Source: an optimization exercise on an open RTL-to-GDS flow (aim: small area). Production flows keep margins and buffers that such runs may drop.
Only simulation tests tie the RTL to the original design; equivalence was not proved.
Power figures rest on the tool's default switching activity, not on a simulated workload.

### design/flow/flow/run.sh
#!/bin/bash
set -euo pipefail
cd "$(dirname "$0")/.."
mkdir -p tmp scripts
export TMPDIR="$PWD/tmp"
cp -r "$FLOW_HOME/scripts/." scripts/
cp flow/abc_speed.script scripts/abc_speed.script
export SCRIPTS_DIR="$PWD/scripts"
export CTS_ARGS="-sink_clustering_enable -repair_clock_nets -dont_use_dummy_load -sink_clustering_size 20 -sink_clustering_max_diameter 60 -buf_list sky130_fd_sc_hd__clkbuf_8 -root_buf sky130_fd_sc_hd__clkbuf_4 -tree_buf sky130_fd_sc_hd__clkbuf_4"
export BUFFER_PORTS_ARGS="-buffer_cell sky130_fd_sc_hd__buf_1"
bash standard.sh > standard.log 2>&1
rm -rf tmp
### design/flow/flow/abc_speed.script
&get -n
&st
&dch
&nf -R 1000 -p
&st
&syn2
&if -g -K 6
&synch2
&nf -R 1000 -p
&st
&syn2
&if -g -K 6
&synch2
&nf -R 1000 -p
&st
&syn2
&if -g -K 6
&synch2
&nf -R 1000 -p
&st
&syn2
&if -g -K 6
&synch2
&nf -R 1000 -p
&st
&syn2
&if -g -K 6
&synch2
&nf -R 1000 -p
&put
topo
stime -c
dnsize -c
### design/flow/standard.sh
#!/bin/bash
# synth_recipe.tcl (not shown) runs the flow's synth.tcl, then flattens the netlist and writes it again
# the make line also repeats each setting of config.mk as NAME=value (left out here)
make -C /OpenROAD-flow-scripts/flow DESIGN_CONFIG=/design/flow/config.mk WORK_HOME=/design/flow/orfs CLKGATE_MAP_FILE= SYNTH_SCRIPT=/design/flow/synth_recipe.tcl "${@:-finish}"
### design/flow/config.mk
export PLATFORM = sky130hd
export DESIGN_NAME = cpu16_core
export DESIGN_NICKNAME = cpu16_core
export VERILOG_FILES = /design/flow/design.v
export SDC_FILE = /design/flow/constraint.sdc
export NUM_CORES = 4
export LEC_CHECK = 0
export CAP_MARGIN = 20
export CORE_MARGIN = 2
export CORE_UTILIZATION = 70
export SLEW_MARGIN = 20
export SYNTH_HIERARCHICAL = 1
export SYNTH_MINIMUM_KEEP_SIZE = 0
### design/flow/constraint.sdc
create_clock -name core_clock -period 10.0 [get_ports {CLOCK_50}]
set_input_delay 2.0000 -clock core_clock [delete_from_list [all_inputs] [get_ports {CLOCK_50}]]
set_output_delay 2.0000 -clock core_clock [all_outputs]
set_load 0.01 [all_outputs]
### design/flow/design.v
module cpu16_core #(
  parameter logic [11:0] RESET_PC = 12'h000
) (
  input  logic        CLOCK_50,
  input  logic        reset,
  input  logic [15:0] inst,
  output logic [11:0] pc,
  output logic        retire,
  output logic        halted,
  input  logic [3:0]  dbg_sel,
  output logic [15:0] dbg_data
);
  localparam logic [1:0] CLR = 2'd0, FETCH = 2'd1, EX = 2'd2, HALT = 2'd3;
  logic [1:0]  st;
  logic [3:0]  ph;
  logic [15:0] rf [1:15];
  logic [15:0] hin, t;    
  logic        c, bd;
  wire [3:0] op = inst[15:12];
  wire [3:0] rc = inst[11:8];
  wire [3:0] ra = inst[7:4];
  wire [3:0] rb = inst[3:0];
  wire s_clr   = st == CLR;
  wire s_fetch = st == FETCH;
  wire s_ex    = st == EX;
  wire last    = ph == 4'd15;
  wire op_sub = op == 4'h1;
  wire op_slt = op == 4'h5;
  wire op_shl = op == 4'h6;
  wire op_shr = op == 4'h7;
  wire op_mul = op == 4'h9;
  wire op_beq = op == 4'hB;
  assign halted = st == HALT;
  wire       tload = s_fetch & (ph == 4'd14);
  wire [1:0] ps_s = {halted | op_beq, halted | tload};
  wire [3:0] psel;
  for (genvar k = 0; k < 4; k++) begin : g_psel
    cpu16_mux4 u_m (.d({dbg_sel[k], rc[k], ra[k], rb[k]}), .s(ps_s), .y(psel[k]));
  end
  wire [3:0] psel_n, lo_n, hi_n;
  wire [15:1] oh;
  for (genvar k = 0; k < 4; k++) begin : g_pre
    cpu16_inv   u_i (.a(psel[k]), .y(psel_n[k]));
    cpu16_nand2 u_l (.a(k[0] ? psel[0] : psel_n[0]), .b(k[1] ? psel[1] : psel_n[1]), .y(lo_n[k]));
    cpu16_nand2 u_h (.a(k[0] ? psel[2] : psel_n[2]), .b(k[1] ? psel[3] : psel_n[3]), .y(hi_n[k]));
  end
  for (genvar i = 1; i < 16; i++) begin : g_oh
    cpu16_nor2 u_o (.a(lo_n[i % 4]), .b(hi_n[i / 4]), .y(oh[i]));
  end
  wire [15:0] pm;
  for (genvar b = 0; b < 16; b++) begin : g_pm
    wire [4:0] g;
    for (genvar k = 0; k < 5; k++) begin : g_k
      cpu16_aoi222 u_aoi (
        .a0(oh[3*k+1]), .b0(rf[3*k+1][b]),
        .a1(oh[3*k+2]), .b1(rf[3*k+2][b]),
        .a2(oh[3*k+3]), .b2(rf[3*k+3][b]),
        .y(g[k]));
    end
    cpu16_nand5 u_nand (.a(g), .y(pm[b]));
  end
  wire [15:0] r0, r1, r2;
  for (genvar i = 0; i < 16; i++) begin : g_rot
    cpu16_mux2i u0 (.a(pm[i]), .b(pm[(i + 15) % 16]), .s(ph[0]), .y(r0[i]));
    cpu16_mux2i u1 (.a(r0[i]), .b(r0[(i + 14) % 16]), .s(ph[1]), .y(r1[i]));
    cpu16_mux2i u2 (.a(r1[i]), .b(r1[(i + 12) % 16]), .s(ph[2]), .y(r2[i]));
    cpu16_mux2i u3 (.a(r2[i]), .b(r2[(i + 8) % 16]), .s(ph[3]), .y(dbg_data[i]));
  end
  wire bnext = pm[1];
  wire       shl = op_shl;
  wire       sh  = op_shl | op_shr;
  wire [3:0] km, kx, idx;
  wire [4:0] ic;
  assign ic[0] = shl;
  for (genvar k = 0; k < 4; k++) begin : g_idx
    cpu16_xor2 u_x (.a(inst[k]), .b(shl), .y(kx[k]));
    cpu16_and2 u_a (.a(kx[k]), .b(sh), .y(km[k]));
    cpu16_fa   u_f (.a(ph[k]), .b(km[k]), .ci(ic[k]), .s(idx[k]), .co(ic[k+1]));
  end
  wire amask, tsel;
  cpu16_xnor2 u_mask (.a(ic[4]), .b(shl), .y(amask));
  wire [3:0] tq;
  for (genvar k = 0; k < 4; k++) begin : g_tq
    cpu16_mux4 u_m (.d(t[4*k +: 4]), .s(idx[1:0]), .y(tq[k]));
  end
  cpu16_mux4 u_tsel (.d(tq), .s(idx[3:2]), .y(tsel));
  wire x_t = tsel & amask;
  wire op_addi = op == 4'h8;
  wire op_li   = op == 4'hD;
  logic imm;
  always_comb begin
    if (op_li) imm = ph[3] ? inst[7] : inst[ph[2:0]];
    else       imm = ph[3:2] == 2'b00 ? inst[ph[1:0]] : 1'b0;
  end
  wire x    = op_li ? 1'b0 : x_t;
  wire y    = (op_addi | op_li) ? imm : bd;
  wire flip = op_slt & last;             
  wire xx   = x ^ flip;
  wire yy   = y ^ (op_sub | op_slt) ^ flip;
  wire cin  = (ph == 4'd0) ? (op_sub | op_slt) : c;
  wire sum  = xx ^ yy ^ cin;
  wire cout = (xx & yy) | (xx & cin) | (yy & cin);
  wire zacc = ((ph == 4'd0) ? 1'b0 : c) | bd;
  wire        mstep = s_ex & op_mul;
  wire        pg    = mstep & bd;
  wire [15:0] accn  = {hin[15:1], hin[0] | (mstep & ph == 4'd0)};
  wire [15:0] ppn;
  for (genvar i = 0; i < 16; i++) begin : g_pp
    cpu16_nand2 u_p (.a(t[i]), .b(pg), .y(ppn[i]));
  end
  wire [16:0] s17n;    
  wire [16:1] cyn;     
  cpu16_xnor2 u_s0 (.a(accn[0]), .b(ppn[0]), .y(s17n[0]));
  cpu16_or2   u_c0 (.a(accn[0]), .b(ppn[0]), .y(cyn[1]));
  for (genvar i = 1; i < 16; i++) begin : g_add
    cpu16_fa u_fa (.a(accn[i]), .b(ppn[i]), .ci(cyn[i]), .s(s17n[i]), .co(cyn[i+1]));
  end
  assign s17n[16] = cyn[16];
  wire        hclr  = s_clr | (s_fetch & op_mul & ph != 4'd0);
  wire        htopn = mstep ? s17n[16] : (hclr | hin[0]);
  logic wbit, wen;
  always_comb begin
    wbit = 1'b0;
    case (op)
      4'h0, 4'h1, 4'h8, 4'hD: wbit = sum;
      4'h2: wbit = x & y;
      4'h3: wbit = x | y;
      4'h4: wbit = x ^ y;
      4'h5: wbit = s_fetch & ~c;
      4'h6, 4'h7: wbit = x;
      4'h9: wbit = ~s17n[0];
      4'hA: wbit = ~hin[0];
      default: wbit = 1'b0;
    endcase
    if (s_clr) wbit = 1'b0;
    wen = s_ex & (op <= 4'hA) & ~(op_slt & ph == 4'd0) | s_ex & op_li
        | s_fetch & op_slt & ph == 4'd0;
  end
  wire fin = last & s_ex;
  assign retire = fin;
  wire        jump  = op == 4'hC | op_beq & ~zacc;
  wire [11:0] pc_inc, pc_tgt, pc_nx_n, pc_nx;
  wire [11:1] pc_cy;
  cpu16_inv u_inc0 (.a(pc[0]), .y(pc_inc[0]));
  assign pc_cy[1] = pc[0];
  for (genvar i = 1; i < 11; i++) begin : g_inc
    cpu16_ha u_h (.a(pc[i]), .b(pc_cy[i]), .s(pc_inc[i]), .co(pc_cy[i+1]));
  end
  cpu16_xor2 u_inc11 (.a(pc[11]), .b(pc_cy[11]), .y(pc_inc[11]));
  assign pc_tgt[7:0] = inst[7:0];
  for (genvar i = 8; i < 12; i++) begin : g_tgt
    cpu16_and2 u_a (.a(inst[i]), .b(~op_beq), .y(pc_tgt[i]));
  end
  for (genvar i = 0; i < 12; i++) begin : g_pcnx
    cpu16_mux2i u_m (.a(pc_inc[i]), .b(pc_tgt[i]), .s(jump), .y(pc_nx_n[i]));
    if (RESET_PC[i]) begin : g_one
      cpu16_nand2 u_r (.a(pc_nx_n[i]), .b(~reset), .y(pc_nx[i]));
    end else begin : g_zero
      cpu16_nor2  u_r (.a(pc_nx_n[i]), .b(reset), .y(pc_nx[i]));
    end
  end
  wire        pc_en = reset | fin & (op != 4'hF);
  always_ff @(posedge CLOCK_50) begin
    ph <= reset ? 4'd0 : ph + 4'd1;
    c  <= s_clr | (op_beq ? zacc : cout);
    bd <= bnext;
    hin <= {htopn, s17n[15:1]};
    if (tload) t <= {pm[1:0], pm[15:2]};
    for (int i = 1; i < 16; i++)
      rf[i] <= {(s_clr | wen & rc == 4'(i)) ? wbit : rf[i][0], rf[i][15:1]};
    if (pc_en) pc <= pc_nx;
    if (reset) begin
      st <= CLR;
    end else if (last) begin
      case (st)
        CLR:   st <= FETCH;
        FETCH: st <= EX;
        EX:    st <= op == 4'hF ? HALT : FETCH;
        default: st <= HALT;
      endcase
    end
  end
endmodule
module cpu16_aoi222 (
  input  logic a0, b0, a1, b1, a2, b2,
  output logic y
);
  assign y = ~(a0 & b0 | a1 & b1 | a2 & b2);
endmodule
module cpu16_nand5 (
  input  logic [4:0] a,
  output logic       y
);
  assign y = ~&a;
endmodule
module cpu16_mux2i (
  input  logic a, b, s,
  output logic y
);
  assign y = ~(s ? b : a);
endmodule
module cpu16_inv (
  input  logic a,
  output logic y
);
  assign y = ~a;
endmodule
module cpu16_nand2 (
  input  logic a, b,
  output logic y
);
  assign y = ~(a & b);
endmodule
module cpu16_nor2 (
  input  logic a, b,
  output logic y
);
  assign y = ~(a | b);
endmodule
module cpu16_fa (
  input  logic a, b, ci,
  output logic s, co
);
  assign {co, s} = a + b + ci;
endmodule
module cpu16_ha (
  input  logic a, b,
  output logic s, co
);
  assign {co, s} = a + b;
endmodule
module cpu16_mux4 (
  input  logic [3:0] d,
  input  logic [1:0] s,
  output logic       y
);
  assign y = d[s];
endmodule
module cpu16_xor2 (
  input  logic a, b,
  output logic y
);
  assign y = a ^ b;
endmodule
module cpu16_xnor2 (
  input  logic a, b,
  output logic y
);
  assign y = ~(a ^ b);
endmodule
module cpu16_and2 (
  input  logic a, b,
  output logic y
);
  assign y = a & b;
endmodule
module cpu16_or2 (
  input  logic a, b,
  output logic y
);
  assign y = a | b;
endmodule
==> results of run 1 <==
-- cells in the mapped netlist, drive strengths merged, types with 5 or more instances --
cell type,instances,area (µm²)
nor2,43,161.4
nand2,43,161.4
nor2b,6,37.54
mux2i,77,770.7
a222oi,80,800.8
o21ai,7,35.03
nor3,5,25.02
xor2,6,52.55
nand2b,11,68.82
fa,20,400.4
and2,9,56.30
nand3,26,130.1
edfxtp,28,840.8
o31ai,10,75.07
mux4,10,225.2
clkinv,11,41.29
dfxtp,264,5285
o211ai,11,82.58
and3,20,125.1
a21oi,9,45.04
ha,15,187.7
-- layout make-up --
| class | count | area (µm²) | share of cell area |
|---|---|---|---|
| tap | 180 | 225.2 | 0.02120 |
| inverter | 11 | 41.29 | 0.003886 |
| timing repair buffer | 61 | 270.3 | 0.02544 |
| clock buffer | 19 | 242.7 | 0.02285 |
| multi-input combinational | 439 | 3719 | 0.3500 |
| sequential | 292 | 6126 | 0.5766 |
-- worst min path at each step --
stage / end / slack [ns] / start / depth (start not counted)
2_1_floorplan: rf[10][0] / 0.33 / rf[10][1] / 0
3_3_place_gp: rf[7][5] / 0.33 / rf[7][6] / 0
3_5_place_dp: rf[4][5] / 0.34 / rf[4][6] / 0
4_1_cts: rf[1][14] / 0.30 / rf[1][15] / 0
5_1_grt: rf[1][14] / 0.31 / rf[1][15] / 0
6_report: rf[14][0] / 0.33 / rf[14][1] / 0
-- cell families (layout without fill, tap and decap cells) --
kind of cell | count (synthesis) | after routing | share of synthesized area
compound gates | 133 | 133 | 0.1184
flops | 292 | 292 | 0.6214
buf+inv | 12 | 91 | 0.004950
simple gates | 174 | 174 | 0.08567
mux | 87 | 87 | 0.1010
xor+xnor | 10 | 10 | 0.008884
fa+ha+maj | 35 | 35 | 0.05965
-- metrics by stage --
step                worst slack (ns)  cell area (µm²)
floorplan                     0.7620             9858
global placement              0.4402            10330
detailed placement            0.2983            10350
CTS                           0.9166            10600
global route                  0.5893            10620
finish                        0.8925            10620
-- Yosys stat by module, one instance, submodules excluded, excerpt --
| module | flip-flops and latches | cells |
|---|---|---|
| cpu16_nor2 | 0 | 1 |
| cpu16_xor2 | 0 | 1 |
| cpu16_ha | 0 | 1 |
| cpu16_nand2 | 0 | 1 |
| cpu16_mux2i | 0 | 1 |
| cpu16_fa | 0 | 1 |
| cpu16_or2 | 0 | 1 |
-- worst register-to-register path, cell delays in order (launching register included) --
cell      delay [ns]
dfxtp_1         0.32
buf_4           0.33
clkinv_1        0.20
ha_1            0.26
a41o_1          0.21
or2_0           0.22
fa_1            0.39
fa_1            0.39
fa_1            0.40
fa_1            0.40
fa_1            0.39
fa_1            0.39
fa_1            0.39
fa_1            0.39
fa_1            0.41
fa_1            0.41
fa_1            0.39
fa_1            0.39
fa_1            0.39
fa_1            0.39
fa_1            0.37
mux2i_1         0.13
o21ai_0         0.10
-- sequential cells by signal, indices dropped and copies added, names as in the netlist --
signal,count
bd,1
c,1
hin,16
pc,12
ph,4
rf,240
st,2
t,16
-- per-layer routing --
layer	vias to the layer above	track usage	routed length, µm
met2	285	0.4993	11170
met5	-	0	0
met3	42	0.04043	1335
met1	3268	0.3947	9188
li1	3031	-	-
met4	0	0.09195	561
-- power by group through the flow --
stage / combinational, mW / clock, mW / sequential [mW]
detailed placement: 0.0891 / 0 / 1.21
global route: 0.100 / 0.523 / 1.19
global placement: 0.0862 / 0 / 1.21
CTS: 0.0897 / 0.484 / 1.19
finish: 0.0925 / 0.478 / 1.19
floorplan: 0.0495 / 0 / 1.22
==> key figures, run 1 <==
Timing
  • Fin. Hold Viols: 0
  • Pins Over Slew Limit: 0
  • Final period utilization: 0.9108
  • Final setup fails: 0
  • WHS: 0.3252 ns
  • Final TNS setup: 0 ns
  • Slew @ Worst Pin: 1.132 ns
  • Achievable Freq: 109.8 MHz
  • Clk_skew: 0.07277 ns
  • Min Clock Period, post-route: 9.108 ns
  • RSZ-0062 raised after global routing: false
  • Slew headroom: 0.2426

Cells and area
  • Commonest non-fill, non-tap cell in the layout: dfxtp_1
  • # fillers: 857
  • Share of layout cells above drive strength 1: 0.06448
  • Finished Core Util: 0.7683
  • Syn-to-layout area delta: 7.767%
  • Finished Layout Cells: 1002
  • Most frequent cells in the layout: dfxtp_1 (264), a222oi_1 (80), mux2i_1 (77)
  • N_diodes: 0
  • Nets: 881

Worst setup path
  • R2R depth: 22
  • CP endpoint: hin[15]
  • R2R setup slack: 2.18 ns
  • Worst stage delay on the critical path: 0.43 ns
  • Required @ worst endpoint: 10.45 ns
  • CP delay by family, top: adder cells
  • Maximum fanout along the worst path: 10
  • Crit start category: input pin
  • Worst path cell trace: buf_1 > nand2b_1 > nor3b_1 > and3_1 > nand2_1 > or2_0 > fa_1 > fa_1 > fa_1 > fa_1 > fa_1 > fa_1 > fa_1 > fa_1 > fa_1 > fa_1 > fa_1 > fa_1 > fa_1 > fa_1 > fa_1 > mux2i_1 > o21ai_0
  • Critical path origin: inst[13]
  • Worst EP arrival: 9.56 ns
  • CP Capture Type: register
  • Worst path depth: 23
  • Reg2reg start: ph[0]
  • Crit path max-delay cell type: nor3b_1
  • Crit path kind: input pin to register
  • Crit path top cell by count: fa_1
  • Buf/Inv on CP: 1
  • FF-to-FF End: hin[15]

Route
  • DRT iter0 DRCs: 858
  • Vias per inst: 6.613
  • DRC: 0
  • Drt first pass iters: 10
  • Antenna Nets Post-Route: 0
  • Routed length per instance: 22.21 µm
  • Total wire length: 22260 µm
  • Vias: 6626

Clocking
  • CTS Buf Count: 19
  • H-tree Lvls: 1
  • CTS resizes: 0
  • CTS tree: built
  • Hold-fix buffers, CTS: 0
  • Root buf cell: clkbuf_4
  • CTS sink count: 292
  • Worst-path clk slew: 0.11 ns
  • Worst-skew pair later-pin latency: 0.65 ns
  • Setup Fix Bufs, Post-CTS: 0
  • Deepest clock path buffer count: 3

Floorplan
  • Die area: 15050 µm²
  • Initial core utilization: 0.7130
  • Cell Rows: 43
  • Die Height: 122.7 µm
  • I/O Pins: 52
  • Die width: 122.7 µm
  • Core area: 13830 µm²

Power
  • Int Pwr: 1.373 mW
  • Clk pwr share: 0.272
  • PwrDens: 165.4 nW/µm²
  • Total power: 1.757 mW
  • Comb power frac: 0.053
  • Switch share: 0.2187
  • Total leakage power: 3.676 nW
  • Sw Pwr: 0.3842 mW
  • Sequential power share: 0.675
  • Maximum vdd drop: 0.1727 mV

Global routing
  • Global-route wire length before repair: 34040 µm
  • Total gr overflow: 0
  • Largest net degree at the start of global routing: 24
  • Number of global-route vias before repair: 6499
  • Global Route Usage Sum: 0.2947
  • Initial antenna violation count: 0

Synthesis
  • Number of synthesized flops with an enable pin: 28
  • Yosys warnings: 9
  • Synth Instances: 743
  • Synth async-reset ratio: 0
  • Yosys cell types: 41
  • Syn Std Cell Area: 9858 µm²
  • Synthesized flop and latch total: 292
  • Sequential share of the synthesized area: 0.6214
  • Top_reg_cell synth: dfxtp_1
  • Mean post-synth cell area: 13.27 µm²
  • Post-synth net total: 800

Status
  • Status: timing/DRC/antenna clean

Placement
  • Placed cell count: 983
  • DPL Wire Length: 15780 µm
  • RD Place Congestion: 0.9075
  • IO buf count: 51

Hold path
  • Worst min path class: register to register

Run
  • Maxcap violations: 0
==> run 2: changes to the inputs <==
--- a/design/flow/config.mk
+++ b/design/flow/config.mk
@@ -7,7 +7,7 @@
 export LEC_CHECK = 0
 export CAP_MARGIN = 20
 export CORE_MARGIN = 2
-export CORE_UTILIZATION = 70
+export CORE_UTILIZATION = 60
 export SLEW_MARGIN = 20
 export SYNTH_HIERARCHICAL = 1
 export SYNTH_MINIMUM_KEEP_SIZE = 0
==> key figures, run 2 <==
Timing
  • Final period utilization: 0.9304
  • Min Clock Period, post-route: 9.304 ns
  • RSZ-0062 raised after global routing: false
  • Clk_skew: 0.1430 ns
  • Pins Over Slew Limit: 0
  • Slew @ Worst Pin: 1.114 ns
  • Slew headroom: 0.2546
  • Fin. Hold Viols: 0
  • Final setup fails: 0
  • Final TNS setup: 0 ns
  • Achievable Freq: 107.5 MHz

Cells and area
  • N_diodes: 0
  • # fillers: 1201
  • Multi-input gate area: 3711 µm²
  • Most frequent cells in the layout: dfxtp_1 (264), a222oi_1 (80), mux2i_1 (77)
  • Largest reg by FF count: rf
  • Share of layout cells above drive strength 1: 0.06424
  • Top flop regs: rf (240), hin (16), t (16)
  • FF+latch area: 6126 µm²
  • Max reg flops: 240
  • Nets: 884
  • Syn-to-layout area delta: 8.402%
  • Commonest non-fill, non-tap cell in the layout: dfxtp_1

Route
  • Vias per inst: 6.332
  • Total wire length: 22070 µm
  • Vias: 6592
  • Antenna Nets Post-Route: 0
  • DRT iter0 DRCs: 686
  • Drt first pass iters: 7
  • Routed length per instance: 21.20 µm
  • DRC: 0

Synthesis
  • Yosys cell types: 41
  • Post-synth net total: 800
  • Synthesized flop and latch total: 292
  • Synth Instances: 743
  • Synth async-reset ratio: 0
  • Syn Std Cell Area: 9858 µm²
  • Top-count cell post-synth: dfxtp_1
  • Sequential share of the synthesized area: 0.6214
  • Top_reg_cell synth: dfxtp_1
  • Yosys warnings: 9
  • Synth top cells by count: dfxtp_1 (264), a222oi_1 (80), mux2i_1 (77)
  • Mean post-synth cell area: 13.27 µm²
  • Largest cells by area after synthesis: dfxtp_1 (54%), edfxtp_1 (8.5%), a222oi_1 (8.1%), mux2i_1 (7.8%), fa_1 (4.1%)
  • Synth top area share: 0.5361
  • Number of synthesized flops with an enable pin: 28
  • Cell taking the most area after synthesis: dfxtp_1

Worst setup path
  • CP Capture Type: register
  • Crit path kind: input pin to register
  • Critical path origin: inst[13]
  • Required @ worst endpoint: 10.41 ns
  • Worst EP arrival: 9.71 ns
  • Maximum fanout along the worst path: 10
  • FF-to-FF End: hin[15]
  • CP endpoint: hin[15]
  • Crit start category: input pin
  • Reg2reg start: ph[0]
  • R2R setup slack: 2.09 ns
  • R2R depth: 22

Global routing
  • Met3 Track Usage GR: 0.03153
  • Global Route Usage Sum: 0.2532
  • Met1 usage: 0.3385
  • Largest net degree at the start of global routing: 24
  • Initial antenna violation count: 0
  • GRT met2 Usage: 0.4456
  • Number of global-route vias before repair: 6536
  • Layer with the highest usage: met2
  • Total gr overflow: 0
  • Global-route wire length before repair: 35310 µm

Clocking
  • Worst-path clk slew: 0.11 ns
  • Worst-skew pair later-pin latency: 0.67 ns
  • Hold-fix buffers, CTS: 0
  • CTS sink count: 292
  • Root buf cell: clkbuf_4
  • Setup Fix Bufs, Post-CTS: 0
  • CTS Buf Count: 20
  • CTS tree: built
  • Deepest clock path buffer count: 3
  • CTS resizes: 0
  • H-tree Lvls: 1

Power
  • Int Pwr: 1.381 mW
  • Maximum vdd drop: 0.1679 mV
  • Comb power frac: 0.052
  • Sequential power share: 0.672
  • PwrDens: 165.2 nW/µm²
  • Total leakage power: 3.694 nW
  • Switch share: 0.2180
  • Sw Pwr: 0.3849 mW
  • Clk pwr share: 0.276
  • Total power: 1.766 mW

Placement
  • IO buf count: 51
  • DPL Wire Length: 16040 µm
  • RD Place Congestion: 0.9207

Floorplan
  • Die Height: 132.2 µm
  • Die width: 132.2 µm
  • Cell Rows: 46
  • Initial core utilization: 0.6161
  • Core area: 16000 µm²
  • Die area: 17470 µm²
  • I/O Pins: 52

Status
  • Status: timing/DRC/antenna clean

Run
  • Maxcap violations: 0

Hold path
  • Worst min path class: register to register
-- run 2: cell count changes in the layout (fill, tap and decap cells not counted) --
cell and delta:
buf_4 +3, buf_6 -1, clkbuf_8 +1, nor2_1 +3
nor2_2 -3
-- run 2: final cells by class --
| type | count | share of cell area |
|---|---|---|
| flip-flops and latches | 292 | 0.5732 |
| multi-input cells | 439 | 0.3473 |
| repair buffers | 63 | 0.02634 |
| well taps | 216 | 0.02529 |
| clock buffers | 20 | 0.02400 |
| inverters | 11 | 0.003864 |
-- run 2: cells by family (layout without fill, tap and decap cells) --
kind of cell | after synthesis | count (layout) | share of synthesized area
XOR/XNOR | 10 | 10 | 0.008884
flip-flops | 292 | 292 | 0.6214
adder cells (fa/ha/maj) | 35 | 35 | 0.05965
multiplexers | 87 | 87 | 0.1010
buffers and inverters | 12 | 94 | 0.004950
AO/OA/AOI/OAI | 133 | 133 | 0.1184
AND/OR/NAND/NOR | 174 | 174 | 0.08567
-- run 2: power by group through the flow --
stage | registers, mW | logic (mW) | clock network [mW]
6_report | 1.19 | 0.0923 | 0.487
5_1_grt | 1.19 | 0.100 | 0.540
4_1_cts | 1.19 | 0.0906 | 0.499
3_5_place_dp | 1.21 | 0.0904 | 0
3_3_place_gp | 1.21 | 0.0878 | 0
2_1_floorplan | 1.22 | 0.0495 | 0
-- run 2: layer usage --
layer / vias up / wire (µm) / part of all wire
met1: 3273 / 9429 / 0.43
li1: 3036 / - / -
met3: 32 / 1192 / 0.054
met2: 251 / 11020 / 0.50
met5: - / 0 / 0
met4: 0 / 429 / 0.019
-- run 2: how the worst min path moves through the flow --
stage / startpoint / end / slack, ns / depth (start not counted)
floorplan: rf[10][1] / rf[10][0] / 0.33 / 0
global placement: rf[7][8] / rf[7][7] / 0.33 / 0
detailed placement: rf[2][9] / rf[2][8] / 0.34 / 0
CTS: rf[12][15] / rf[12][14] / 0.26 / 0
global route: rf[13][1] / rf[13][0] / 0.28 / 0
finish: rf[12][15] / rf[12][14] / 0.27 / 0
-- run 2: worst max-delay path, cell delays in order --
cell and delay (ns):
buf_1 0.19, nand2b_1 0.26, nor3b_1 0.46, and3_1 0.27
nand2_1 0.09, or2_0 0.25, fa_1 0.40, fa_1 0.40
fa_1 0.40, fa_1 0.40, fa_1 0.39, fa_1 0.41
fa_1 0.40, fa_1 0.39, fa_1 0.39, fa_1 0.41
fa_1 0.41, fa_1 0.40, fa_1 0.40, fa_1 0.39
fa_1 0.37, mux2i_1 0.13, o21ai_0 0.09
-- run 2: stage by stage --
stage	hold slack, ns	area (µm²)	std cells	utilization	worst slack, ns
final	0.2726	10690	1041	0.6679	0.6963
after global routing	0.2754	10690	1041	0.6679	0.3550
after CTS	0.2599	10660	1040	0.6665	0.7552
after detailed placement	0.3360	10410	1020	0.6505	0.1843
after global placement	0.3312	10400	1020	0.6497	0.4065
after floorplan	0.3298	9858	743	-	0.7620
-- run 2: Yosys stat by module, one instance, submodules excluded, a selection --
module	area [µm²]	cells	flip-flops and latches
cpu16_nor2	3.754	1	0
cpu16_nand2	3.754	1	0
cpu16_mux4	22.52	1	0
cpu16_core	7081	445	292
cpu16_and2	6.256	1	0
cpu16_nand5	11.26	2	0
cpu16_xnor2	8.758	1	0
cpu16_inv	3.754	1	0
cpu16_fa	20.02	1	0
cpu16_aoi222	10.01	1	0
cpu16_ha	12.51	1	0
==> run 3: changes to the inputs <==
--- a/design/flow/design.v
+++ b/design/flow/design.v
@@ -92,14 +92,14 @@
     if (op_li) imm = ph[3] ? inst[7] : inst[ph[2:0]];
     else       imm = ph[3:2] == 2'b00 ? inst[ph[1:0]] : 1'b0;
   end
-  wire x    = op_li ? 1'b0 : x_t;
-  wire y    = (op_addi | op_li) ? imm : bd;
+  wire x    = x_t;
+  wire y    = op_addi ? imm : bd;
   wire flip = op_slt & last;             
   wire xx   = x ^ flip;
   wire yy   = y ^ (op_sub | op_slt) ^ flip;
   wire cin  = (ph == 4'd0) ? (op_sub | op_slt) : c;
-  wire sum  = xx ^ yy ^ cin;
-  wire cout = (xx & yy) | (xx & cin) | (yy & cin);
+  wire sum, cout;
+  cpu16_fa u_alu (.a(xx), .b(yy), .ci(cin), .s(sum), .co(cout));
   wire zacc = ((ph == 4'd0) ? 1'b0 : c) | bd;
   wire        mstep = s_ex & op_mul;
   wire        pg    = mstep & bd;
@@ -122,7 +122,8 @@
   always_comb begin
     wbit = 1'b0;
     case (op)
-      4'h0, 4'h1, 4'h8, 4'hD: wbit = sum;
+      4'h0, 4'h1, 4'h8: wbit = sum;
+      4'hD: wbit = imm;
       4'h2: wbit = x & y;
       4'h3: wbit = x | y;
       4'h4: wbit = x ^ y;
--- a/design/flow/config.mk
+++ b/design/flow/config.mk
@@ -7,7 +7,8 @@
 export LEC_CHECK = 0
 export CAP_MARGIN = 20
 export CORE_MARGIN = 2
-export CORE_UTILIZATION = 60
+export CORE_UTILIZATION = 70
+export GPL_TIMING_DRIVEN = 0
 export SLEW_MARGIN = 20
 export SYNTH_HIERARCHICAL = 1
 export SYNTH_MINIMUM_KEEP_SIZE = 0
==> key figures, run 3 <==
Status
  • Status: timing/DRC/antenna clean

Timing
  • Clk_skew: 0.1078 ns
  • Final TNS setup: 0 ns
  • Fin. Hold Viols: 0
  • RSZ-0062 raised after global routing: false
  • Setup WS post-layout: 0.3618 ns
  • Min Clock Period, post-route: 9.638 ns
  • Pins Over Slew Limit: 0
  • Final setup fails: 0
  • Slew @ Worst Pin: 1.131 ns
  • Achievable Freq: 103.8 MHz
  • Slew headroom: 0.2457
  • Final period utilization: 0.9638

Synthesis
  • Largest cells by area after synthesis: dfxtp_1 (54%), edfxtp_1 (8.6%), a222oi_1 (8.2%), mux2i_1 (8.1%), fa_1 (4.1%)
  • Yosys cell types: 40
  • Number of synthesized flops with an enable pin: 28
  • Post-synth net total: 793
  • Syn Std Cell Area: 9818 µm²
  • Synth Instances: 736
  • Synthesized flop and latch total: 292
  • Cell taking the most area after synthesis: dfxtp_1
  • Top_reg_cell synth: dfxtp_1
  • Mean post-synth cell area: 13.34 µm²
  • Synth async-reset ratio: 0
  • Top-count cell post-synth: dfxtp_1
  • Sequential share of the synthesized area: 0.6239
  • Synth top area share: 0.5383
  • Synth top cells by count: dfxtp_1 (264), a222oi_1 (80), mux2i_1 (79)
  • Yosys warnings: 9

Route
  • Top sig layer: met4
  • Vias: 6493
  • Total wire length: 21580 µm
  • M1 WL: 8591 µm
  • DRT iter0 DRCs: 795
  • Routed length per instance: 21.81 µm
  • DRC: 0
  • Drt first pass iters: 6
  • WL met3: 1238 µm
  • Vias per inst: 6.565
  • Antenna Nets Post-Route: 0
  • Met2 wire len: 10920 µm

Worst setup path
  • CP delay by family, top: adder cells
  • Maximum fanout along the worst path: 16
  • CP Capture Type: register
  • Required @ worst endpoint: 10.48 ns
  • Crit start category: input pin
  • Buf/Inv on CP: 1
  • Crit path top cell by count: fa_1
  • Worst path cell trace: buf_1 > nand2_1 > nor2_1 > and3_1 > nand2_1 > or2_0 > fa_1 > fa_1 > fa_1 > fa_1 > fa_1 > fa_1 > fa_1 > fa_1 > fa_1 > fa_1 > fa_1 > fa_1 > fa_1 > fa_1 > fa_1 > mux2i_1 > o21ai_0
  • Worst EP arrival: 10.12 ns
  • R2R depth: 21
  • Worst path depth: 23
  • Crit path kind: input pin to register
  • Crit path max-delay cell type: and3_1
  • Worst stage delay on the critical path: 0.53 ns

Global routing
  • Number of global-route vias before repair: 6490
  • Global-route wire length before repair: 34020 µm
  • Global Route Usage Sum: 0.2952
  • Largest net degree at the start of global routing: 26
  • Total gr overflow: 0
  • Initial antenna violation count: 0

Clocking
  • CTS sink count: 292
  • CTS Buf Count: 21
  • Worst-path clk slew: 0.11 ns
  • Setup Fix Bufs, Post-CTS: 0
  • CTS resizes: 0
  • Hold-fix buffers, CTS: 0
  • Worst-skew pair later-pin latency: 0.67 ns
  • Root buf cell: clkbuf_4
  • H-tree Lvls: 1
  • CTS tree: built
  • Deepest clock path buffer count: 3

Cells and area
  • Top flop regs: rf (240), hin (16), t (16)
  • Most frequent cells in the layout: dfxtp_1 (260), a222oi_1 (80), mux2i_1 (79)
  • Max reg flops: 240
  • N_diodes: 0
  • Syn-to-layout area delta: 7.545%
  • Share of layout cells above drive strength 1: 0.06428
  • Nets: 868
  • Commonest non-fill, non-tap cell in the layout: dfxtp_1
  • Largest reg by FF count: rf

Floorplan
  • Die Height: 122.4 µm
  • Cell Rows: 43
  • Initial core utilization: 0.7128
  • I/O Pins: 52
  • Core area: 13770 µm²
  • Die area: 14990 µm²
  • Die width: 122.4 µm

Placement
  • Pre-CTS setup slack: -0.1842 ns
  • RD Place Congestion: 0.8997
  • IO buf count: 51
  • DPL Wire Length: 15500 µm

Power
  • Total leakage power: 3.639 nW
  • PwrDens: 167.5 nW/µm²
  • Maximum vdd drop: 0.1622 mV

Hold path
  • Worst hold stages: 0
  • Worst min path class: register to register

Run
  • Maxcap violations: 0
==> run 3: cell count changes in the layout (fill, tap and decap cells not counted), moves of 3 or more <==
cell / change
buf_4: -10
a21oi_1: -5
dfxtp_1: -4
nand2_1: +3
dfxtp_2: +4
nand2b_1: -6
nor2b_1: -3
==> run 3: worst reg2reg max path, delay by kind of cell (launching register included) <==
kind	cells	cell delay, ns
buffers and inverters	1	0.27
DFF	1	0.77
adders and majority gates	16	6.32
AOI/OAI and AO/OA	2	0.32
muxes	1	0.12
and+or+nand+nor	1	0.26
==> run 3: Yosys stat by module, one instance, submodules excluded, excerpt <==
module	times used	cells inside	area (µm²)
cpu16_xnor2	2	1	8.758
cpu16_xor2	5	1	8.758
cpu16_nand2	24	1	3.754
cpu16_mux2i	76	1	10.01
cpu16_fa	20	1	20.02
cpu16_nand5	16	2	11.26
cpu16_nor2	27	1	3.754
==> run 3: final timing paths <==
path,startpoint,to,slack (ns)
setup / recovery,inst[12],hin[15],0.36
hold reg to reg,rf[5][15],rf[5][14],0.31
setup reg to reg,ph[0],hin[15],1.82
hold / removal,rf[5][15],rf[5][14],0.31
==> run 3: power by group <==
| part | internal (mW) | total [mW] | leakage (nW) | switching, mW |
|---|---|---|---|---|
| clock network | 0.173 | 0.498 | 0.143 | 0.325 |
| logic | 0.0281 | 0.0742 | 1.06 | 0.0461 |
| registers | 1.18 | 1.20 | 2.44 | 0.0124 |
| total | 1.39 | 1.77 | 3.64 | 0.383 |
==> run 3: metrics by stage <==
| step | area, µm² | hold slack [ns] | power [mW] | cells | util |
|---|---|---|---|---|---|
| 2_1_floorplan | 9818 | 0.3298 | 1.269 | 736 | - |
| 3_3_place_gp | 10230 | 0.3302 | 1.292 | 967 | 0.7431 |
| 3_5_place_dp | 10250 | 0.3349 | 1.296 | 967 | 0.7444 |
| 4_1_cts | 10520 | 0.3019 | 1.775 | 988 | 0.7640 |
| 5_1_grt | 10560 | 0.3121 | 1.827 | 989 | 0.7666 |
| 6_report | 10560 | 0.3099 | 1.769 | 989 | 0.7666 |
==> run 3: final cells by class <==
cell class	instances	area (µm²)
Fill cell	909	3214
Clock buffer	21	270.3
Tap cell	180	225.2
Timing Repair Buffer	52	198.9
Sequential cell	292	6131
Buffer	1	7.507
Inverter	13	48.80
Multi-Input combinational cell	430	3677
==> run 3: per-layer routing <==
metal,up-vias,GRT usage
met5,-,0
met3,56,0.04368
met1,3180,0.3705
li1,3005,-
met2,252,0.5177
met4,0,0.1114
==> run 3: logic make-up after synthesis <==
family,count (synthesis),share of synthesized area
flip-flops,292,0.6239
adder cells (fa/ha/maj),35,0.05990
AO/OA/AOI/OAI,133,0.1204
XOR/XNOR,11,0.009812
multiplexers,89,0.1035
AND/OR/NAND/NOR,162,0.07672
buffers and inverters,14,0.005735
==> run 4: changes to the inputs <==
--- a/design/flow/config.mk
+++ b/design/flow/config.mk
@@ -7,7 +7,8 @@
 export LEC_CHECK = 0
 export CAP_MARGIN = 20
 export CORE_MARGIN = 2
-export CORE_UTILIZATION = 70
+export CORE_UTILIZATION = 60
+export GPL_ROUTABILITY_DRIVEN = 0
 export GPL_TIMING_DRIVEN = 0
 export SLEW_MARGIN = 20
 export SYNTH_HIERARCHICAL = 1
==> key figures, run 4 <==
Synthesis
  • Yosys cell types: 40
  • Syn Std Cell Area: 9818 µm²
  • Synth async-reset ratio: 0
  • Sequential share of the synthesized area: 0.6239
  • Post-synth net total: 793
  • Synth top area share: 0.5383
  • Synthesized flop and latch total: 292
  • Top_reg_cell synth: dfxtp_1
  • Mean post-synth cell area: 13.34 µm²
  • Yosys warnings: 9
  • Synth Instances: 736
  • Number of synthesized flops with an enable pin: 28
  • Largest cells by area after synthesis: dfxtp_1 (54%), edfxtp_1 (8.6%), a222oi_1 (8.2%), mux2i_1 (8.1%), fa_1 (4.1%)
  • Cell taking the most area after synthesis: dfxtp_1
  • Synth top cells by count: dfxtp_1 (264), a222oi_1 (80), mux2i_1 (79)
  • Top-count cell post-synth: dfxtp_1

Worst setup path
  • Worst stage delay on the critical path: 0.49 ns
  • CP Capture Type: register
  • Worst path cell trace: buf_1 > nand2_1 > nor2_1 > and3_1 > nand2_1 > or2_0 > fa_1 > fa_1 > fa_1 > fa_1 > fa_1 > fa_1 > fa_1 > fa_1 > fa_1 > fa_1 > fa_1 > fa_1 > fa_1 > fa_1 > fa_1 > mux2i_1 > o21ai_0
  • Crit path top cell by count: fa_1
  • Required @ worst endpoint: 10.46 ns
  • Crit start category: input pin
  • R2R setup slack: 1.91 ns
  • Crit path kind: input pin to register
  • Crit path max-delay cell type: and3_1
  • Buf/Inv on CP: 1
  • CP delay by family, top: adder cells
  • FF-to-FF End: hin[15]
  • Worst EP arrival: 9.91 ns
  • Maximum fanout along the worst path: 16
  • Reg2reg start: ph[0]
  • R2R depth: 21

Run
  • Maxcap violations: 0

Global routing
  • Initial antenna violation count: 1
  • Number of global-route vias before repair: 6545
  • Total gr overflow: 0
  • Global-route wire length before repair: 34290 µm
  • Largest net degree at the start of global routing: 26
  • Global Route Usage Sum: 0.2469

Cells and area
  • Commonest non-fill, non-tap cell in the layout: dfxtp_1
  • Most frequent cells in the layout: dfxtp_1 (260), a222oi_1 (80), mux2i_1 (79)
  • # fillers: 1249
  • Largest reg by FF count: rf
  • Share of layout cells above drive strength 1: 0.06559
  • Top flop regs: rf (240), hin (16), t (16)
  • Syn-to-layout area delta: 7.940%
  • Finished Layout Cells: 1025
  • Nets: 867
  • Max reg flops: 240
  • Finished layout cell area: 10600 µm²

Route
  • Vias per inst: 6.296
  • Total wire length: 21640 µm
  • DRT iter0 DRCs: 767
  • DRC: 0
  • Routed length per instance: 21.11 µm
  • Drt first pass iters: 8
  • Vias: 6453
  • Antenna Nets Post-Route: 0

Power
  • Maximum vdd drop: 0.1392 mV
  • Total leakage power: 3.634 nW
  • PwrDens: 166.1 nW/µm²

Timing
  • Slew @ Worst Pin: 0.9169 ns
  • Fin. Hold Viols: 0
  • Achievable Freq: 105.8 MHz
  • RSZ-0062 raised after global routing: false
  • Final setup fails: 0
  • Setup WS post-layout: 0.5498 ns
  • Pins Over Slew Limit: 0
  • Final period utilization: 0.9450
  • Slew headroom: 0.3887
  • Clk_skew: 0.1212 ns
  • Min Clock Period, post-route: 9.450 ns
  • WHS: 0.2854 ns
  • Final TNS setup: 0 ns

Placement
  • IO buf count: 51
  • Placed cell count: 1003
  • Pre-CTS setup slack: 0.0006999 ns
  • Area after DPL: 10310 µm²
  • DPL Wire Length: 15400 µm

Floorplan
  • Die width: 131.9 µm
  • I/O Pins: 52
  • Cell Rows: 46
  • Initial core utilization: 0.6158
  • Core area: 15940 µm²
  • Die Height: 131.9 µm
  • Die area: 17400 µm²

Clocking
  • H-tree Lvls: 1
  • CTS sink count: 292
  • Worst-path clk slew: 0.11 ns
  • Setup Fix Bufs, Post-CTS: 0
  • CTS Buf Count: 20
  • Worst-skew pair later-pin latency: 0.68 ns
  • CTS resizes: 0
  • CTS tree: built
  • Root buf cell: clkbuf_4
  • Hold-fix buffers, CTS: 0
  • Deepest clock path buffer count: 3

Status
  • Status: timing/DRC/antenna clean

Hold path
  • Worst min path class: register to register
  • Worst hold stages: 0
  • Worst hold start: rf[7][15]
  • Worst Hold Endpoint: rf[7][14]
==> run 4: worst reg2reg max path, delay by kind of cell, from the launching register on <==
family | cells | cell delay (ns)
compound gates | 2 | 0.31
fa+ha+maj | 16 | 6.24
buf+inv | 1 | 0.28
flops | 1 | 0.79
mux | 1 | 0.12
simple gates | 1 | 0.23
==> run 4: final cells by class <==
type	instances	area (µm²)	area share
buffer	1	7.507	0.0007084
clock buffer	20	256.5	0.02420
multi-input combinational	430	3682	0.3475
sequential	292	6131	0.5785
tap	216	270.3	0.02550
antenna	1	2.502	0.0002361
inverter	13	48.80	0.004604
timing repair buffer	52	198.9	0.01877
==> run 4: cells by family after synthesis <==
kind of cell,Yosys count,share of synthesized area
adders and majority gates,35,0.05990
muxes,89,0.1035
AOI/OAI and AO/OA,133,0.1204
buffers and inverters,14,0.005735
xor gates and xnor gates,11,0.009812
DFF,292,0.6239
and+or+nand+nor,162,0.07672
==> run 4: power breakdown <==
group | switching (mW) | total (mW) | internal (mW)
Clock | 0.323 | 0.488 | 0.165
Sequential | 0.0127 | 1.20 | 1.18
Combinational | 0.0469 | 0.0752 | 0.0283
==> run 4: per-layer routing <==
layer / global-route usage / wire length (µm) / vias up
li1: - / - / 2990
met1: 0.3108 / 8861 / 3208
met2: 0.4392 / 11090 / 217
met3: 0.03691 / 1115 / 38
met4: 0.07790 / 568 / 0
met5: 0 / 0 / -
==> run 4: through the flow <==
step | util | total power, mW
6_report | 0.6647 | 1.760
5_1_grt | 0.6647 | 1.826
4_1_cts | 0.6628 | 1.774
3_5_place_dp | 0.6467 | 1.296
3_3_place_gp | 0.6448 | 1.293
2_1_floorplan | - | 1.269
==> run 4: Yosys stat by module (local to each module, per instance), a selection <==
| module | times used | cell area (µm²) |
|---|---|---|
| cpu16_or2 | 1 | 6.256 |
| cpu16_nand5 | 16 | 11.26 |
| cpu16_nand2 | 24 | 3.754 |
| cpu16_ha | 10 | 12.51 |
| cpu16_xnor2 | 2 | 8.758 |
| cpu16_aoi222 | 80 | 10.01 |
| cpu16_fa | 20 | 20.02 |
| cpu16_inv | 5 | 3.754 |
| cpu16_mux4 | 9 | 22.52 |
==> run 4: how the worst max path moves through the flow <==
stage,start,end,slack [ns],cells past startpoint
final,inst[12],hin[15],0.55,23
after floorplan,inst[13],hin[15],0.93,23
after global placement,inst[12],hin[15],0.09,23
after CTS,inst[12],hin[15],0.60,23
after detailed placement,inst[12],hin[15],0.0007,23
after global routing,inst[12],hin[15],0.21,23
==> run 5: changes to the inputs <==
--- a/design/flow/config.mk
+++ b/design/flow/config.mk
@@ -8,8 +8,8 @@
 export CAP_MARGIN = 20
 export CORE_MARGIN = 2
 export CORE_UTILIZATION = 60
-export GPL_ROUTABILITY_DRIVEN = 0
 export GPL_TIMING_DRIVEN = 0
+export PLACE_DENSITY = 0.75
 export SLEW_MARGIN = 20
 export SYNTH_HIERARCHICAL = 1
 export SYNTH_MINIMUM_KEEP_SIZE = 0
==> key figures, run 5 <==
Global routing
  • Global-route wire length before repair: 34860 µm
  • Global Route Usage Sum: 0.2491
  • Total gr overflow: 0
  • Number of global-route vias before repair: 6562
  • Largest net degree at the start of global routing: 26
  • Initial antenna violation count: 1

Cells and area
  • Share of layout cells above drive strength 1: 0.06320
  • Commonest non-fill, non-tap cell in the layout: dfxtp_1
  • Largest reg by FF count: rf
  • Nets: 866
  • Most frequent cells in the layout: dfxtp_1 (260), a222oi_1 (80), mux2i_1 (79)
  • Max reg flops: 240
  • Syn-to-layout area delta: 7.774%
  • Top flop regs: rf (240), hin (16), t (16)

Timing
  • Setup WS post-layout: 0.5229 ns
  • Final setup fails: 0
  • Final period utilization: 0.9477
  • RSZ-0062 raised after global routing: false
  • Min Clock Period, post-route: 9.477 ns
  • Fin. Hold Viols: 0
  • Pins Over Slew Limit: 0
  • Final TNS setup: 0 ns
  • Slew headroom: 0.2474
  • Clk_skew: 0.06846 ns
  • Slew @ Worst Pin: 1.125 ns
  • Achievable Freq: 105.5 MHz

Power
  • PwrDens: 165.3 nW/µm²
  • Total leakage power: 3.624 nW
  • Comb power frac: 0.043
  • Maximum vdd drop: 0.1422 mV
  • Sw Pwr: 0.3796 mW
  • Clk pwr share: 0.273
  • Int Pwr: 1.370 mW
  • Switch share: 0.2170
  • Sequential power share: 0.684
  • Total power: 1.749 mW

Placement
  • IO buf count: 51
  • RD Place Congestion: 0.9136
  • Pre-CTS setup slack: -0.07271 ns
  • DPL Wire Length: 15400 µm

Route
  • Drt first pass iters: 5
  • Routed length per instance: 21.08 µm
  • Total wire length: 21580 µm
  • DRT iter0 DRCs: 708
  • Vias: 6365
  • DRC: 0
  • Antenna Nets Post-Route: 0
  • Vias per inst: 6.216

Clocking
  • Setup Fix Bufs, Post-CTS: 0
  • Root buf cell: clkbuf_4
  • Deepest clock path buffer count: 3
  • CTS sink count: 292
  • H-tree Lvls: 1
  • CTS tree: built
  • CTS Buf Count: 19
  • CTS resizes: 0
  • Hold-fix buffers, CTS: 0
  • Worst-path clk slew: 0.10 ns
  • Worst-skew pair later-pin latency: 0.65 ns

Floorplan
  • Cell Rows: 46
  • Initial core utilization: 0.6158
  • Die Height: 131.9 µm
  • Die width: 131.9 µm
  • Die area: 17400 µm²
  • I/O Pins: 52
  • Core area: 15940 µm²

Synthesis
  • Number of synthesized flops with an enable pin: 28
  • Yosys cell types: 40
  • Synth top cells by count: dfxtp_1 (264), a222oi_1 (80), mux2i_1 (79)
  • Syn Std Cell Area: 9818 µm²
  • Largest cells by area after synthesis: dfxtp_1 (54%), edfxtp_1 (8.6%), a222oi_1 (8.2%), mux2i_1 (8.1%), fa_1 (4.1%)
  • Synth Instances: 736
  • Cell taking the most area after synthesis: dfxtp_1
  • Post-synth net total: 793
  • Synthesized flop and latch total: 292
  • Sequential share of the synthesized area: 0.6239
  • Yosys warnings: 9
  • Mean post-synth cell area: 13.34 µm²
  • Top_reg_cell synth: dfxtp_1
  • Synth top area share: 0.5383
  • Top-count cell post-synth: dfxtp_1
  • Synth async-reset ratio: 0

Hold path
  • Worst min path class: register to register

Worst setup path
  • Required @ worst endpoint: 10.48 ns
  • Worst stage delay on the critical path: 0.51 ns
  • Worst EP arrival: 9.95 ns
  • Buf/Inv on CP: 1
  • Worst path cell trace: buf_1 > nand2_1 > nor2_1 > and3_1 > nand2_1 > or2_0 > fa_1 > fa_1 > fa_1 > fa_1 > fa_1 > fa_1 > fa_1 > fa_1 > fa_1 > fa_1 > fa_1 > fa_1 > fa_1 > fa_1 > fa_1 > mux2i_1 > o21ai_0
  • Crit path kind: input pin to register
  • Maximum fanout along the worst path: 16
  • Crit path top cell by count: fa_1
  • CP Capture Type: register
  • Crit start category: input pin
  • CP delay by family, top: adder cells
  • Crit path max-delay cell type: and3_1

Run
  • Maxcap violations: 0

Status
  • Status: timing/DRC/antenna clean
-- run 5: cell counts after synthesis --
Identical to the previous run, type by type.
-- run 5: through the flow --
step / util / instances / cell area, µm² / hold WS, ns
floorplan: - / 736 / 9818 / 0.3298
global placement: 0.6448 / 1003 / 10280 / 0.3299
detailed placement: 0.6468 / 1003 / 10310 / 0.3363
CTS: 0.6620 / 1022 / 10550 / 0.2921
global route: 0.6637 / 1024 / 10580 / 0.3104
finish: 0.6637 / 1024 / 10580 / 0.3142
-- run 5: power groups by stage --
stage          logic [mW]  registers [mW]  clock network [mW]
2_1_floorplan      0.0463            1.22                   0
3_3_place_gp       0.0707            1.22                   0
3_5_place_dp       0.0733            1.22                   0
4_1_cts            0.0733            1.20               0.486
5_1_grt            0.0817            1.20               0.529
6_report           0.0750            1.20               0.477
-- run 5: Yosys stat by module, one instance, submodules excluded, excerpt --
module       flops+latches  cells  times used
cpu16_mux4               0      1           9
cpu16_xnor2              0      1           2
cpu16_nor2               0      1          27
cpu16_core             292    437           1
cpu16_xor2               0      1           5
cpu16_mux2i              0      1          76
cpu16_ha                 0      1          10
cpu16_nand2              0      1          24
-- run 5: cells by family after synthesis --
kind of cell	share of synthesized area
flops	0.6239
simple gates	0.07672
compound gates	0.1204
mux	0.1035
fa+ha+maj	0.05990
buf+inv	0.005735
xor+xnor	0.009812
-- run 5: layout make-up --
type | instances | area (µm²)
inverter | 13 | 48.80
clock buffer | 19 | 242.7
multi-input combinational | 430 | 3680
fill | 1204 | 5361
timing repair buffer | 52 | 198.9
sequential | 292 | 6131
tap | 216 | 270.3
buffer | 1 | 7.507
antenna | 1 | 2.502
-- run 5: routing by layer --
layer | part of all wire | GRT usage | wire length (µm)
met4 | 0.019 | 0.06039 | 416
met1 | 0.41 | 0.3139 | 8786
met5 | 0 | 0 | 0
met2 | 0.52 | 0.4462 | 11120
met3 | 0.058 | 0.04383 | 1258
-- run 5: worst paths after layout --
path / start / to / slack (ns) / cells after the start
hold / removal: rf[6][14] / rf[6][13] / 0.31 / 0
setup reg to reg: ph[0] / hin[15] / 1.89 / 21
setup / recovery: inst[12] / hin[15] / 0.52 / 23
hold reg to reg: rf[6][14] / rf[6][13] / 0.31 / 0
==> run 6: changes to the inputs <==
--- a/design/flow/config.mk
+++ b/design/flow/config.mk
@@ -9,7 +9,6 @@
 export CORE_MARGIN = 2
 export CORE_UTILIZATION = 60
 export GPL_TIMING_DRIVEN = 0
-export PLACE_DENSITY = 0.75
 export SLEW_MARGIN = 20
 export SYNTH_HIERARCHICAL = 1
 export SYNTH_MINIMUM_KEEP_SIZE = 0
==> key figures, run 6 <==
Power
  • Int Pwr: 1.378 mW
  • Clk pwr share: 0.277
  • Comb power frac: 0.042
  • Switch share: 0.2165
  • Maximum vdd drop: 0.1801 mV
  • Sw Pwr: 0.3806 mW
  • Total power: 1.758 mW
  • Total leakage power: 3.637 nW
  • Sequential power share: 0.681
  • PwrDens: 165.9 nW/µm²

Clocking
  • Hold-fix buffers, CTS: 0
  • CTS resizes: 0
  • CTS Buf Count: 20
  • CTS tree: built
  • CTS sink count: 292
  • Setup Fix Bufs, Post-CTS: 0
  • Worst-skew pair later-pin latency: 0.67 ns
  • Worst-path clk slew: 0.11 ns
  • Root buf cell: clkbuf_4
  • H-tree Lvls: 1
  • Deepest clock path buffer count: 3

Global routing
  • Global-route wire length before repair: 33050 µm
  • Global Route Usage Sum: 0.2388
  • Largest net degree at the start of global routing: 26
  • Total gr overflow: 0
  • Number of global-route vias before repair: 6316
  • Initial antenna violation count: 1

Hold path
  • Worst Hold Endpoint: rf[4][14]
  • Worst hold start: rf[4][15]
  • Worst hold stages: 0
  • Worst min path class: register to register

Status
  • Status: timing/DRC/antenna clean

Cells and area
  • Finished Layout Cells: 1025
  • Commonest non-fill, non-tap cell in the layout: dfxtp_1
  • Top flop regs: rf (240), hin (16), t (16)
  • # fillers: 1227
  • Share of layout cells above drive strength 1: 0.06428
  • Finished layout cell area: 10600 µm²
  • Max reg flops: 240
  • Syn-to-layout area delta: 7.940%
  • Largest reg by FF count: rf
  • N_diodes: 0
  • Multi-input gate area: 3677 µm²
  • Nets: 868
  • Most frequent cells in the layout: dfxtp_1 (260), a222oi_1 (80), mux2i_1 (79)
  • FF+latch area: 6131 µm²

Synthesis
  • Cell taking the most area after synthesis: dfxtp_1
  • Number of synthesized flops with an enable pin: 28
  • Top_reg_cell synth: dfxtp_1
  • Synthesized flop and latch total: 292
  • Mean post-synth cell area: 13.34 µm²
  • Yosys cell types: 40
  • Syn Std Cell Area: 9818 µm²
  • Largest cells by area after synthesis: dfxtp_1 (54%), edfxtp_1 (8.6%), a222oi_1 (8.2%), mux2i_1 (8.1%), fa_1 (4.1%)
  • Sequential share of the synthesized area: 0.6239
  • Yosys warnings: 9
  • Top-count cell post-synth: dfxtp_1
  • Post-synth net total: 793
  • Synth top cells by count: dfxtp_1 (264), a222oi_1 (80), mux2i_1 (79)
  • Synth async-reset ratio: 0
  • Synth top area share: 0.5383
  • Synth Instances: 736

Timing
  • Fin. Hold Viols: 0
  • Slew @ Worst Pin: 1.161 ns
  • Clk_skew: 0.1314 ns
  • Final setup fails: 0
  • Slew headroom: 0.2234
  • Achievable Freq: 105.6 MHz
  • Pins Over Slew Limit: 0
  • Min Clock Period, post-route: 9.467 ns
  • Final period utilization: 0.9467
  • RSZ-0062 raised after global routing: false

Placement
  • Area after DPL: 10300 µm²
  • DPL Wire Length: 15180 µm
  • IO buf count: 51
  • Placed cell count: 1003
  • RD Place Congestion: 0.8690

Floorplan
  • I/O Pins: 52
  • Cell Rows: 46
  • Die width: 131.9 µm
  • Core area: 15940 µm²
  • Die area: 17400 µm²
  • Die Height: 131.9 µm
  • Initial core utilization: 0.6158

Worst setup path
  • Maximum fanout along the worst path: 16
  • R2R setup slack: 1.95 ns
  • Crit start category: input pin
  • Reg2reg start: ph[0]
  • R2R depth: 21
  • CP Capture Type: register
  • Worst EP arrival: 9.89 ns
  • FF-to-FF End: hin[15]
  • Critical path origin: inst[12]
  • Crit path kind: input pin to register
  • Required @ worst endpoint: 10.43 ns

Route
  • Vias: 6376
  • Total wire length: 21000 µm
  • Drt first pass iters: 7
  • Antenna Nets Post-Route: 0
  • DRC: 0
  • Vias per inst: 6.220
  • Routed length per instance: 20.48 µm
  • DRT iter0 DRCs: 775

Run
  • Maxcap violations: 0
-- run 6: metal layers --
| metal | wire, µm | track usage |
|---|---|---|
| met5 | 13 | 0 |
| met4 | 587 | 0.06582 |
| met3 | 1044 | 0.03729 |
| met2 | 10520 | 0.4251 |
| met1 | 8833 | 0.3032 |
-- run 6: final cells by class --
class                      instances  area share
multi-input combinational        430      0.3470
clock buffer                      20     0.02420
timing repair buffer              53     0.01948
inverter                          13    0.004604
tap                              216     0.02550
sequential                       292      0.5785
buffer                             1   0.0007084
-- run 6: stage by stage --
stage | worst slack, ns | setup TNS (ns) | hold slack, ns | utilization
2_1_floorplan | 0.9329 | 0 | 0.3298 | -
3_3_place_gp | 0.06769 | 0 | 0.3311 | 0.6448
3_5_place_dp | -0.01581 | -0.01581 | 0.3348 | 0.6462
4_1_cts | 0.5491 | 0 | 0.2280 | 0.6623
5_1_grt | 0.1302 | 0 | 0.2248 | 0.6647
6_report | 0.5328 | 0 | 0.2387 | 0.6647
-- run 6: power by group through the flow --
stage	registers [mW]	clock network (mW)	logic (mW)
detailed placement	1.22	0	0.0720
CTS	1.20	0.505	0.0723
global placement	1.22	0	0.0703
floorplan	1.22	0	0.0463
global route	1.20	0.545	0.0812
finish	1.20	0.487	0.0743
-- run 6: worst max path at each step --
stage | end | slack, ns
after floorplan | hin[15] | 0.93
after global placement | hin[15] | 0.07
after detailed placement | hin[15] | -0.02
after CTS | hin[15] | 0.55
after global routing | hin[15] | 0.13
final | hin[15] | 0.53
-- run 6: worst max-delay path, cell delays in order --
cell,delay (ns)
buf_1,0.34
nand2_1,0.26
nor2_1,0.21
and3_1,0.51
nand2_1,0.17
or2_0,0.28
fa_1,0.39
fa_1,0.39
fa_1,0.41
fa_1,0.40
fa_1,0.38
fa_1,0.39
fa_1,0.41
fa_1,0.40
fa_1,0.40
fa_1,0.40
fa_1,0.39
fa_1,0.40
fa_1,0.39
fa_1,0.39
fa_1,0.38
mux2i_1,0.12
o21ai_0,0.08
-- run 6: logic make-up (layout without fill, tap and decap cells) --
logic type,count (synthesis),in the layout,synth area share
DFF,292,292,0.6239
xor gates and xnor gates,11,11,0.009812
adders and majority gates,35,35,0.05990
muxes,89,89,0.1035
and+or+nand+nor,162,162,0.07672
buffers and inverters,14,87,0.005735
AOI/OAI and AO/OA,133,133,0.1204
-- run 6: per-module statistics from Yosys, one instance, submodules excluded --
module,cell area [µm²],flops+latches
cpu16_aoi222,10.01,0
cpu16_inv,3.754,0
cpu16_nand2,3.754,0
cpu16_xnor2,8.758,0
cpu16_mux2i,10.01,0
cpu16_or2,6.256,0
cpu16_and2,6.256,0
cpu16_ha,12.51,0
cpu16_nor2,3.754,0
cpu16_fa,20.02,0
cpu16_core,7020,292
cpu16_xor2,8.758,0
cpu16_mux4,22.52,0
cpu16_nand5,11.26,0
==> run 7: changes to the inputs <==
--- a/design/flow/config.mk
+++ b/design/flow/config.mk
@@ -5,10 +5,10 @@
 export SDC_FILE = /design/flow/constraint.sdc
 export NUM_CORES = 4
 export LEC_CHECK = 0
-export CAP_MARGIN = 20
+export CAP_MARGIN = 10
 export CORE_MARGIN = 2
 export CORE_UTILIZATION = 60
 export GPL_TIMING_DRIVEN = 0
-export SLEW_MARGIN = 20
+export SLEW_MARGIN = 10
 export SYNTH_HIERARCHICAL = 1
 export SYNTH_MINIMUM_KEEP_SIZE = 0
==> key figures, run 7 <==
Placement
  • DPL Wire Length: 15100 µm
  • IO buf count: 51
  • Area after DPL: 10280 µm²
  • RD Place Congestion: 0.8690
  • Pre-CTS setup slack: 0.001894 ns

Cells and area
  • Finished layout cell area: 10570 µm²
  • Max reg flops: 240
  • Nets: 867
  • # fillers: 1210
  • Syn-to-layout area delta: 7.608%
  • Largest reg by FF count: rf
  • Commonest non-fill, non-tap cell in the layout: dfxtp_1
  • Top flop regs: rf (240), hin (16), t (16)
  • N_diodes: 0
  • Multi-input gate area: 3655 µm²
  • Finished Core Util: 0.6627
  • Most frequent cells in the layout: dfxtp_1 (262), a222oi_1 (80), mux2i_1 (79)
  • FF+latch area: 6128 µm²
  • Share of layout cells above drive strength 1: 0.04950

Power
  • Total leakage power: 3.632 nW
  • Maximum vdd drop: 0.1559 mV
  • PwrDens: 166.3 nW/µm²

Worst setup path
  • Maximum fanout along the worst path: 16
  • Crit start category: input pin
  • Worst path cell trace: buf_1 > nand2_1 > nor2_1 > and3_1 > nand2_1 > or2_0 > fa_1 > fa_1 > fa_1 > fa_1 > fa_1 > fa_1 > fa_1 > fa_1 > fa_1 > fa_1 > fa_1 > fa_1 > fa_1 > fa_1 > fa_1 > mux2i_1 > o21ai_0
  • Worst EP arrival: 9.89 ns
  • Crit path kind: input pin to register
  • FF-to-FF End: hin[15]
  • CP delay by family, top: adder cells
  • Crit path top cell by count: fa_1
  • Required @ worst endpoint: 10.43 ns
  • R2R setup slack: 1.67 ns
  • Worst stage delay on the critical path: 0.51 ns
  • Buf/Inv on CP: 1
  • Crit path max-delay cell type: and3_1
  • CP Capture Type: register
  • Reg2reg start: ph[1]
  • R2R depth: 21

Floorplan
  • Core area: 15940 µm²
  • Die Height: 131.9 µm
  • Cell Rows: 46
  • I/O Pins: 52
  • Die width: 131.9 µm
  • Initial core utilization: 0.6158
  • Die area: 17400 µm²

Global routing
  • Largest net degree at the start of global routing: 26
  • Number of global-route vias before repair: 6299
  • Global-route wire length before repair: 33020 µm
  • Global Route Usage Sum: 0.2382
  • Total gr overflow: 0
  • Initial antenna violation count: 0

Synthesis
  • Cell taking the most area after synthesis: dfxtp_1
  • Synthesized flop and latch total: 292
  • Largest cells by area after synthesis: dfxtp_1 (54%), edfxtp_1 (8.6%), a222oi_1 (8.2%), mux2i_1 (8.1%), fa_1 (4.1%)
  • Top_reg_cell synth: dfxtp_1
  • Synth top area share: 0.5383
  • Synth Instances: 736
  • Synth top cells by count: dfxtp_1 (264), a222oi_1 (80), mux2i_1 (79)
  • Number of synthesized flops with an enable pin: 28
  • Yosys warnings: 9
  • Post-synth net total: 793
  • Mean post-synth cell area: 13.34 µm²
  • Syn Std Cell Area: 9818 µm²
  • Synth async-reset ratio: 0
  • Sequential share of the synthesized area: 0.6239
  • Top-count cell post-synth: dfxtp_1
  • Yosys cell types: 40

Timing
  • WHS: 0.2598 ns
  • Min Clock Period, post-route: 9.461 ns
  • Slew @ Worst Pin: 1.237 ns
  • Pins Over Slew Limit: 0
  • Final period utilization: 0.9461
  • RSZ-0062 raised after global routing: false
  • Achievable Freq: 105.7 MHz
  • Final TNS setup: 0 ns
  • Clk_skew: 0.1272 ns
  • Final setup fails: 0
  • Slew headroom: 0.1745
  • Fin. Hold Viols: 0
  • Setup WS post-layout: 0.5388 ns

Clocking
  • CTS resizes: 0
  • Hold-fix buffers, CTS: 0
  • Setup Fix Bufs, Post-CTS: 0
  • CTS tree: built
  • Worst-skew pair later-pin latency: 0.67 ns
  • Deepest clock path buffer count: 3
  • CTS Buf Count: 20
  • Worst-path clk slew: 0.11 ns
  • H-tree Lvls: 1
  • Root buf cell: clkbuf_4
  • CTS sink count: 292

Route
  • DRC: 0
  • DRT iter0 DRCs: 621
  • Vias: 6347
  • Antenna Nets Post-Route: 0
  • Routed length per instance: 20.28 µm
  • Total wire length: 20770 µm
  • Vias per inst: 6.198
  • Drt first pass iters: 8

Hold path
  • Worst min path class: register to register
  • Worst Hold Endpoint: rf[6][14]
  • Worst hold start: rf[6][15]
  • Worst hold stages: 0

Status
  • Status: timing/DRC/antenna clean

Run
  • Maxcap violations: 0
[run 7: cell counts after synthesis]
Identical to the previous run, type by type.
[run 7: worst max path at each step]
stage / start / endpoint / cells past startpoint
after CTS: inst[12] / hin[15] / 23
after global placement: inst[12] / hin[15] / 23
final: inst[12] / hin[15] / 23
after global routing: inst[12] / hin[15] / 23
after detailed placement: inst[12] / hin[15] / 23
after floorplan: inst[13] / hin[15] / 23
[run 7: layer usage]
| metal | global-route usage | part of all wire |
|---|---|---|
| met2 | 0.4277 | 0.51 |
| met1 | 0.3039 | 0.42 |
| met4 | 0.05556 | 0.024 |
| met5 | 0 | 0 |
| met3 | 0.03652 | 0.048 |
[run 7: cell families (layout without fill, tap and decap cells)]
| family | after synthesis | after routing | synth area share |
|---|---|---|---|
| buffers and inverters | 14 | 86 | 0.005735 |
| AOI/OAI and AO/OA | 133 | 133 | 0.1204 |
| xor gates and xnor gates | 11 | 11 | 0.009812 |
| adders and majority gates | 35 | 35 | 0.05990 |
| DFF | 292 | 292 | 0.6239 |
| muxes | 89 | 89 | 0.1035 |
| and+or+nand+nor | 162 | 162 | 0.07672 |
[run 7: layout make-up]
| type | instances | area share |
|---|---|---|
| tap | 216 | 0.02558 |
| multi-input combinational | 430 | 0.3459 |
| buffer | 1 | 0.0007106 |
| inverter | 13 | 0.004619 |
| clock buffer | 20 | 0.02428 |
| timing repair buffer | 52 | 0.01883 |
| sequential | 292 | 0.5801 |
[run 7: through the flow]
step	total power, mW	cells
6_report	1.757	1024
3_5_place_dp	1.296	1003
4_1_cts	1.772	1023
3_3_place_gp	1.293	1003
5_1_grt	1.825	1024
2_1_floorplan	1.269	736
[run 7: report_power, final]
group          switching [mW]  total (mW)  internal (mW)
logic                  0.0450      0.0732         0.0282
clock network           0.322       0.487          0.165
registers              0.0124        1.20           1.18
total                   0.380        1.76           1.38
[run 7: per-module statistics from Yosys (local to each module, per instance), a selection]
module,copies in the design,cells inside,area [µm²],flops+latches
cpu16_mux4,9,1,22.52,0
cpu16_fa,20,1,20.02,0
cpu16_ha,10,1,12.51,0
cpu16_nand5,16,2,11.26,0
cpu16_mux2i,76,1,10.01,0
cpu16_aoi222,80,1,10.01,0
cpu16_xnor2,2,1,8.758,0
cpu16_and2,8,1,6.256,0
cpu16_or2,1,1,6.256,0
cpu16_nand2,24,1,3.754,0
cpu16_inv,5,1,3.754,0
[run 7: worst reg2reg max path, stage by stage, from the launching register on]
cell,delay (ns)
dfxtp_1,1.13
clkinv_1,0.20
ha_1,0.28
a41o_1,0.23
or2_0,0.23
fa_1,0.39
fa_1,0.40
fa_1,0.40
fa_1,0.40
fa_1,0.38
fa_1,0.39
fa_1,0.41
fa_1,0.40
fa_1,0.40
fa_1,0.40
fa_1,0.40
fa_1,0.41
fa_1,0.39
fa_1,0.39
fa_1,0.38
mux2i_1,0.12
o21ai_0,0.09

Re-timed with assumed drivers on the ports (clkbuf_16 on the clock, buf_2 on other inputs), run 7 has 0.544 ns of setup slack against 0.539 ns with ideal ports, and -0.099 ns once port delays also move by the mid clock arrival of 0.642 ns.
